Source: an optimization exercise on an open RTL-to-GDS flow (aim: small area and a short achievable clock period). Production flows keep margins and buffers that such runs may drop. RTL that was checked went through simulation tests only; none was proved equivalent to the original. Power figures rest on the tool's default switching activity, not on a simulated workload.

before:
==> module sid_voice, before the edit <==
module sid_voice (
    input  wire logic        clk,
    input  wire logic        rst_n,
    input  wire logic        is254,
    input  wire logic        step_en,
    input  wire logic        at_tick,
    input  wire logic        pass2,
    input  wire logic [15:0] freq,
    input  wire logic [7:0]  pw,
    input  wire logic [7:0]  attack,
    input  wire logic [7:0]  attack_n,
    input  wire logic [7:0]  sustain,
    input  wire logic [7:0]  sustain_n,
    input  wire logic [3:0]  wave,
    input  wire logic [3:0]  wave_n,
    input  wire logic        gate_n,
    output logic      [7:0]  m
);
    localparam logic [2:0] S_IDLE = 3'd0, S_ATK = 3'd1, S_DEC = 3'd2,
                           S_SUS = 3'd3, S_REL = 3'd4;
    logic [15:0] acc;    
    logic [7:0]  p;      
    logic        ca;     
    logic        cb;     
    logic        c16;    
    logic [8:0]  sa, sb, sc;
    logic [8:0]  p_inc;
    logic [7:0]  p_step;
    assign c16       = synth_pkg::carry16(acc, freq, 1'b0) & step_en;
    assign sa        = synth_pkg::add8({2'b0, acc[5:0]},   {2'b0, freq[5:0]   & {6{step_en}}}, 1'b0);
    assign sb        = synth_pkg::add8({3'b0, acc[10:6]},  {3'b0, freq[10:6]  & {5{at_tick}}}, ca);
    assign sc        = synth_pkg::add8({3'b0, acc[15:11]}, {3'b0, freq[15:11] & {5{pass2}}},   cb);
    assign p_inc     = synth_pkg::inc8(p, 1'b1);
    assign p_step    = c16 ? p_inc[7:0] : p;
    always_ff @(posedge clk or negedge rst_n) begin
        if (!rst_n) begin
            acc <= '0;
            p   <= '0;
            ca  <= 1'b0;
            cb  <= 1'b0;
        end else begin
            ca          <= sa[6] & step_en;
            cb          <= sb[5] & at_tick;
            acc[5:0]    <= sa[5:0];
            acc[10:6]   <= sb[4:0];
            acc[15:11]  <= sc[4:0];
            p           <= p_step;
        end
    end
    logic [7:0] env;
    logic [2:0] st;
    logic [2:0] gst;
    logic [7:0] nenv, opb, sus_lvl, cval;
    logic [3:0] nib;
    logic [8:0] esum;
    logic       is_atk, is_dec, is_rel, done, done_n;
    always_comb begin
        gst = st;
        if (gate_n && (st == S_IDLE || st == S_REL)) gst = S_ATK;
        else if (!gate_n && (st == S_ATK || st == S_DEC || st == S_SUS)) gst = S_REL;
    end
    logic       atk_end, dec_end;
    logic [4:0] a1;
    logic [9:0] dx, dy, dz, ds, dc;
    assign a1      = {1'b0, attack_n[3:0]} + 5'd1;
    assign atk_end = synth_pkg::carry16({8'h00, env}, {11'h7F8, a1}, 1'b1);
    assign dx    = {2'b0, env};
    assign dy    = {2'b0, ~sustain_n[3:0], ~sustain_n[3:0]};
    assign dz    = {2'b0, 4'hF, ~attack_n[7:4]};
    assign ds    = dx ^ dy ^ dz;
    assign dc    = ((dx & dy) | (dx & dz) | (dy & dz)) << 1;
    assign dec_end = ~synth_pkg::carry16({7'h7F, ds[8:0]}, {7'h00, dc[8:0]}, 1'b0);
    always_comb begin
        case (gst)
            S_ATK:   done_n = atk_end;
            S_DEC:   done_n = dec_end;
            default: done_n = {1'b0, env} <= 9'(sustain_n[7:4]) + 9'd1;
        endcase
    end
    always_ff @(posedge clk or negedge rst_n) begin
        if (!rst_n) begin
            is_atk <= 1'b0;
            is_dec <= 1'b0;
            is_rel <= 1'b0;
        end else begin
            is_atk <= is254 & (gst == S_ATK);
            is_dec <= is254 & (gst == S_DEC);
            is_rel <= is254 & (gst == S_REL);
        end
    end
    always_ff @(posedge clk) begin
        done <= done_n;
    end
    assign sus_lvl = {sustain[3:0], sustain[3:0]};
    assign nib  = is_dec ? attack[7:4] : sustain[7:4];
    assign opb  = is_atk ? {4'b0000, attack[3:0]} : {4'b1111, ~nib};
    assign esum = {1'b0, env} + {1'b0, opb} + 9'(is_atk);
    assign cval = is_atk ? 8'hFF : (is_dec ? sus_lvl : 8'h00);
    assign nenv = (is_atk | is_dec | is_rel) ? (done ? cval : esum[7:0]) : env;
    always_ff @(posedge clk or negedge rst_n) begin
        if (!rst_n) begin
            env <= '0;
            st  <= S_IDLE;
        end else begin
            env <= nenv;
            if (is_atk)      st <= done ? S_DEC  : S_ATK;
            else if (is_dec) st <= done ? S_SUS  : S_DEC;
            else if (is_rel) st <= done ? S_IDLE : S_REL;
        end
    end
    logic [3:0] xlo_n, xhi, w_lo;
    logic       g_n;
    assign xlo_n = (wave_n[2] ? p_step[3:0] : 4'hF) &
                   (wave_n[1] ? ({p_step[2:0], 1'b0} ^ {4{p_step[7]}}) : 4'hF);
    assign xhi   = (wave[2] ? p[7:4] : 4'hF) & (wave[1] ? (p[6:3] ^ {4{p[7]}}) : 4'hF);
    assign g_n   = (wave[1] | wave[2] | wave[3]) & (~wave[3] | (p < pw));
    logic        use_m;
    logic [11:0] o0, o1, o2, o3, o4, s1, c1, s2, c2, s3, c3, part;
    assign o0 = 12'(m & {8{use_m}});
    assign o1 = 12'(env & {8{w_lo[0]}});
    assign o2 = 12'(env & {8{w_lo[1]}}) << 1;
    assign o3 = 12'(env & {8{w_lo[2]}}) << 2;
    assign o4 = 12'(env & {8{w_lo[3]}}) << 3;
    assign s1 = o0 ^ o1 ^ o2;
    assign c1 = ((o0 & o1) | (o0 & o2) | (o1 & o2)) << 1;
    assign s2 = s1 ^ c1 ^ o3;
    assign c2 = ((s1 & c1) | (s1 & o3) | (c1 & o3)) << 1;
    assign s3 = s2 ^ c2 ^ o4;
    assign c3 = ((s2 & c2) | (s2 & o4) | (c2 & o4)) << 1;
    assign part = s3 + c3;
    always_ff @(posedge clk) begin
        w_lo  <= step_en ? xlo_n : (xhi & {4{g_n}});
        use_m <= at_tick & g_n;
        m     <= part[11:4];
    end
endmodule
clock: 7.0 ns
lec_check: 0
abc_area: 1
cap_margin: 20
core_margin: 2
core_utilization: 40
cts_cluster_diameter: 90
cts_cluster_size: 25
setup_slack_margin: 3.6
slew_margin: 20
run.sh (not shown) runs the stock make flow with config.mk's settings and CLKGATE_MAP_FILE= SYNTH_SCRIPT=/design/flow/synth_recipe.tcl, a recipe that flattens the netlist after the stock synthesis.
Edits applied to the flow inputs when going from before to after:
--- a/flow/design.v
+++ b/flow/design.v
@@ -24,29 +24,6 @@
         s[8] = c;
         inc8 = s;
     endfunction
-    function automatic logic carry16(input logic [15:0] a, input logic [15:0] b,
-                                     input logic ci);
-        logic [15:0] g, p;
-        logic [7:0]  g1, p1;
-        logic [3:0]  g2, p2;
-        logic [1:0]  g3, p3;
-        g = a & b;
-        p = a | b;
-        g[0] = g[0] | (p[0] & ci);
-        for (int i = 0; i < 8; i++) begin
-            g1[i] = g[2*i+1] | (p[2*i+1] & g[2*i]);
-            p1[i] = p[2*i+1] & p[2*i];
-        end
-        for (int i = 0; i < 4; i++) begin
-            g2[i] = g1[2*i+1] | (p1[2*i+1] & g1[2*i]);
-            p2[i] = p1[2*i+1] & p1[2*i];
-        end
-        for (int i = 0; i < 2; i++) begin
-            g3[i] = g2[2*i+1] | (p2[2*i+1] & g2[2*i]);
-            p3[i] = p2[2*i+1] & p2[2*i];
-        end
-        carry16 = g3[1] | (p3[1] & g3[0]);
-    endfunction
 endpackage
 `default_nettype wire
 `timescale 1ns/1ps
@@ -190,10 +167,12 @@
     logic        ca;     
     logic        cb;     
     logic        c16;    
+    logic [16:0] acc_sum;
     logic [8:0]  sa, sb, sc;
     logic [8:0]  p_inc;
     logic [7:0]  p_step;
-    assign c16       = synth_pkg::carry16(acc, freq, 1'b0) & step_en;
+    assign acc_sum   = {1'b0, acc} + {1'b0, freq};
+    assign c16       = acc_sum[16] & step_en;
     assign sa        = synth_pkg::add8({2'b0, acc[5:0]},   {2'b0, freq[5:0]   & {6{step_en}}}, 1'b0);
     assign sb        = synth_pkg::add8({3'b0, acc[10:6]},  {3'b0, freq[10:6]  & {5{at_tick}}}, ca);
     assign sc        = synth_pkg::add8({3'b0, acc[15:11]}, {3'b0, freq[15:11] & {5{pass2}}},   cb);
@@ -226,21 +205,19 @@
         if (gate_n && (st == S_IDLE || st == S_REL)) gst = S_ATK;
         else if (!gate_n && (st == S_ATK || st == S_DEC || st == S_SUS)) gst = S_REL;
     end
-    logic       atk_end, dec_end;
-    logic [4:0] a1;
-    logic [9:0] dx, dy, dz, ds, dc;
-    assign a1      = {1'b0, attack_n[3:0]} + 5'd1;
-    assign atk_end = synth_pkg::carry16({8'h00, env}, {11'h7F8, a1}, 1'b1);
+    logic [8:0] atk_t;
+    logic [9:0] dx, dy, dz, ds, dc, dsum;
+    assign atk_t = {1'b0, env} + 9'(attack_n[3:0]) + 9'd2;
     assign dx    = {2'b0, env};
     assign dy    = {2'b0, ~sustain_n[3:0], ~sustain_n[3:0]};
     assign dz    = {2'b0, 4'hF, ~attack_n[7:4]};
     assign ds    = dx ^ dy ^ dz;
     assign dc    = ((dx & dy) | (dx & dz) | (dy & dz)) << 1;
-    assign dec_end = ~synth_pkg::carry16({7'h7F, ds[8:0]}, {7'h00, dc[8:0]}, 1'b0);
+    assign dsum  = ds + dc;
     always_comb begin
         case (gst)
-            S_ATK:   done_n = atk_end;
-            S_DEC:   done_n = dec_end;
+            S_ATK:   done_n = atk_t[8];
+            S_DEC:   done_n = ~dsum[9];
             default: done_n = {1'b0, env} <= 9'(sustain_n[7:4]) + 9'd1;
         endcase
     end
==> comparison <==
Summary of after over before: least setup slack across all paths after layout lower; compound-gate portion of the synthesized area lower; cell area after synthesis higher; global-route wire length before repair lower; routing usage on met2 lower.
Total buffers and inverters traversed by the critical path ends up higher on before.
Final critical path time including I/O delays and setup ended up 0.0054 ns higher on after than on before.
The RTL of after was laid out without a check of its function.

========
## job 6996
sid_synth_top, a different RTL version from the one above (not shown whole).
For scale: ~3400 cells after synthesis, ~16 I/O pins, ~29000 sq um of cells after synthesis.
==> module spi_voice_regs, before the edit <==
module spi_voice_regs #(
    parameter int NUM_VOICES = 4
) (
    input  wire logic                         clk,
    input  wire logic                         rst_n,
    input  wire logic                         spi_clk,
    input  wire logic                         spi_cs_n,
    input  wire logic                         spi_mosi,
    input  wire logic                         freq_busy,
    output logic [NUM_VOICES-1:0][15:0]       freq,
    output logic [NUM_VOICES-1:0][7:0]        pw,
    output logic [NUM_VOICES-1:0][7:0]        attack,
    output logic [NUM_VOICES-1:0][7:0]        attack_n,
    output logic [NUM_VOICES-1:0][7:0]        sustain,
    output logic [NUM_VOICES-1:0][7:0]        sustain_n,
    output logic [NUM_VOICES-1:0][3:0]        wave,      
    output logic [NUM_VOICES-1:0][3:0]        wave_n
);
    logic sclk_s1, sclk_s2, cs_n_s1, mosi_s1;
    logic [NUM_VOICES-1:0][15:0] freq_n;
    always_ff @(posedge clk or negedge rst_n) begin
        if (!rst_n) begin
            sclk_s1 <= 1'b0;
            sclk_s2 <= 1'b0;
            cs_n_s1 <= 1'b1;
            mosi_s1 <= 1'b0;
        end else begin
            sclk_s1 <= spi_clk;
            sclk_s2 <= sclk_s1;
            cs_n_s1 <= spi_cs_n;
            mosi_s1 <= spi_mosi;
        end
    end
    logic       sclk_rise;
    logic [3:0] bit_cnt;
    logic [4:0] hdr;        
    logic [6:0] dat;        
    logic       dat0;       
    logic       frame_done;
    logic       last;       
    assign sclk_rise  = sclk_s1 & ~sclk_s2;
    assign frame_done = ~cs_n_s1 & sclk_rise & last;
    always_ff @(posedge clk or negedge rst_n) begin
        if (!rst_n) begin
            bit_cnt <= '0;
            last    <= 1'b0;
        end else if (cs_n_s1) begin
            bit_cnt <= '0;
            last    <= 1'b0;
        end else if (sclk_rise) begin
            bit_cnt <= bit_cnt + 4'd1;
            last    <= (bit_cnt == 4'd14);
        end
    end
    always_ff @(posedge clk) begin
        if (sclk_rise && bit_cnt < 4'd5) hdr <= {hdr[3:0], mosi_s1};
        if (sclk_rise && bit_cnt[3] && !last) dat <= {dat[5:0], mosi_s1};
        if (sclk_rise && last) dat0 <= mosi_s1;
    end
    logic       is_f;       
    logic       pend_f;     
    logic       wr_now, wr_f;
    logic [7:0] wr_data;
    assign is_f = (hdr[4:3] == 2'b00);
    always_ff @(posedge clk or negedge rst_n) begin
        if (!rst_n) pend_f <= 1'b0;
        else        pend_f <= (pend_f | (frame_done & is_f)) & freq_busy;
    end
    assign wr_now  = frame_done;
    assign wr_f    = (frame_done | pend_f) & ~freq_busy;
    assign wr_data = {dat, pend_f ? dat0 : mosi_s1};
    always_comb begin
        freq_n    = freq;
        wave_n    = wave;
        attack_n  = attack;
        sustain_n = sustain;
        for (int v = 0; v < NUM_VOICES; v++) begin
            if (hdr[1:0] == 2'(v)) begin
                case (hdr[4:2])
                    3'd0: if (wr_f)   freq_n[v][7:0]  = wr_data;
                    3'd1: if (wr_f)   freq_n[v][15:8] = wr_data;
                    3'd4: if (wr_now) attack_n[v]  = wr_data;
                    3'd5: if (wr_now) sustain_n[v] = wr_data;
                    3'd6: if (wr_now) wave_n[v]    = {wr_data[6], wr_data[5], wr_data[4], wr_data[0]};
                    default: ;
                endcase
            end
        end
    end
    always_ff @(posedge clk or negedge rst_n) begin
        if (!rst_n) begin
            freq    <= '0;
            pw      <= '0;
            attack  <= '0;
            sustain <= '0;
            wave    <= '0;
        end else begin
            freq    <= freq_n;
            wave    <= wave_n;
            attack  <= attack_n;
            sustain <= sustain_n;
            if (wr_now) begin
                for (int v = 0; v < NUM_VOICES; v++) begin
                    if (hdr[1:0] == 2'(v)) begin
                        if (hdr[4:2] == 3'd2) pw[v]      <= wr_data;
                    end
                end
            end
        end
    end
endmodule
export LEC_CHECK = 0
export ABC_AREA = 1
export CAP_MARGIN = 20
export CORE_MARGIN = 2
export CORE_UTILIZATION = 40
export CTS_CLUSTER_DIAMETER = 90
export CTS_CLUSTER_SIZE = 25
export SETUP_SLACK_MARGIN = 3.6
export SLEW_MARGIN = 20
create_clock -name core_clock -period 7.0 [get_ports {clk}]
Setup changes, job 6996 to job 4135
--- a/flow/design.v
+++ b/flow/design.v
@@ -65,6 +65,5 @@
     logic [3:0] bit_cnt;
     logic [4:0] hdr;        
-    logic [6:0] dat;        
-    logic       dat0;       
+    logic [7:0] dat;        
     logic       frame_done;
     logic       last;       
@@ -85,6 +84,5 @@
     always_ff @(posedge clk) begin
         if (sclk_rise && bit_cnt < 4'd5) hdr <= {hdr[3:0], mosi_s1};
-        if (sclk_rise && bit_cnt[3] && !last) dat <= {dat[5:0], mosi_s1};
-        if (sclk_rise && last) dat0 <= mosi_s1;
+        if (sclk_rise) dat <= {dat[6:0], mosi_s1};
     end
     logic       is_f;       
@@ -99,5 +97,5 @@
     assign wr_now  = frame_done;
     assign wr_f    = (frame_done | pend_f) & ~freq_busy;
-    assign wr_data = {dat, pend_f ? dat0 : mosi_s1};
+    assign wr_data = pend_f ? dat : {dat[6:0], mosi_s1};
     always_comb begin
         freq_n    = freq;
[summary]
- In job 4135, the maximum cell stage delay along the critical path came out 0.02 ns above the value in job 6996.
- Delta (job 4135 minus job 6996): area after synthesis moved down, combinational-cell power consumption moved down.
- Row met3 wire length: job 4135 lower / job 6996 higher
- Summary of job 4135 over job 6996: met2 wirelength from detailed routing now sits higher, clock network power share now sits higher, worst-case setup margin in the final layout now sits higher, layout overhead on the synthesized area now sits higher, cell leakage power now sits at about the same level.
- Relative to job 6996, the total of cells resized after clock tree synthesis measured on job 4135 has increased by a little under 10%.
- The estimated power of job 4135 ends up lower than the estimate for job 6996.
- Combinational power share delta for job 4135 relative to job 6996: 1.9 points lower
- As of job 4135, detailed-route wire length had fallen slightly compared to job 6996.
- Post-route cell area: job 4135 vs job 6996, no meaningful difference
Function not checked in job 6996: the RTL went through the layout flow alone.

[what the ideal ports hide]
The flow's constraints put no driver on any port. The routed layouts listed below were extracted and timed again, unchanged, in two steps.
Step 1 assumes that a clkbuf_16 drives the clock port and a buf_2 every other input.
Step 2 times the ports against the registers' clock, not the clock port: input delays grow and output delays shrink by t, the midpoint of the rising clock arrivals with the driver on.
a / b / c = ideal / step 1 / step 2; a / b = the first two.
| run | t, ns | setup slack, ns | worst setup path at the end | worst data-port slew with drivers (ns) | cell pins on the clock port's net |
|---|---|---|---|---|---|
| before | 0.674 | 3.671 / 3.671 / 3.671 | register to register | 0.05 | 1 |
| after | 0.647 | 3.665 / 3.665 / 3.665 | register to register | 0.05 | 1 |
| job 6996 | 0.661 | 3.617 / 3.617 / 3.617 | register to register | 0.05 | 1 |
| job 4135 | 0.663 | 3.677 / 3.677 / 3.677 | register to register | 0.05 | 1 |
After both steps every run listed still meets setup and hold.
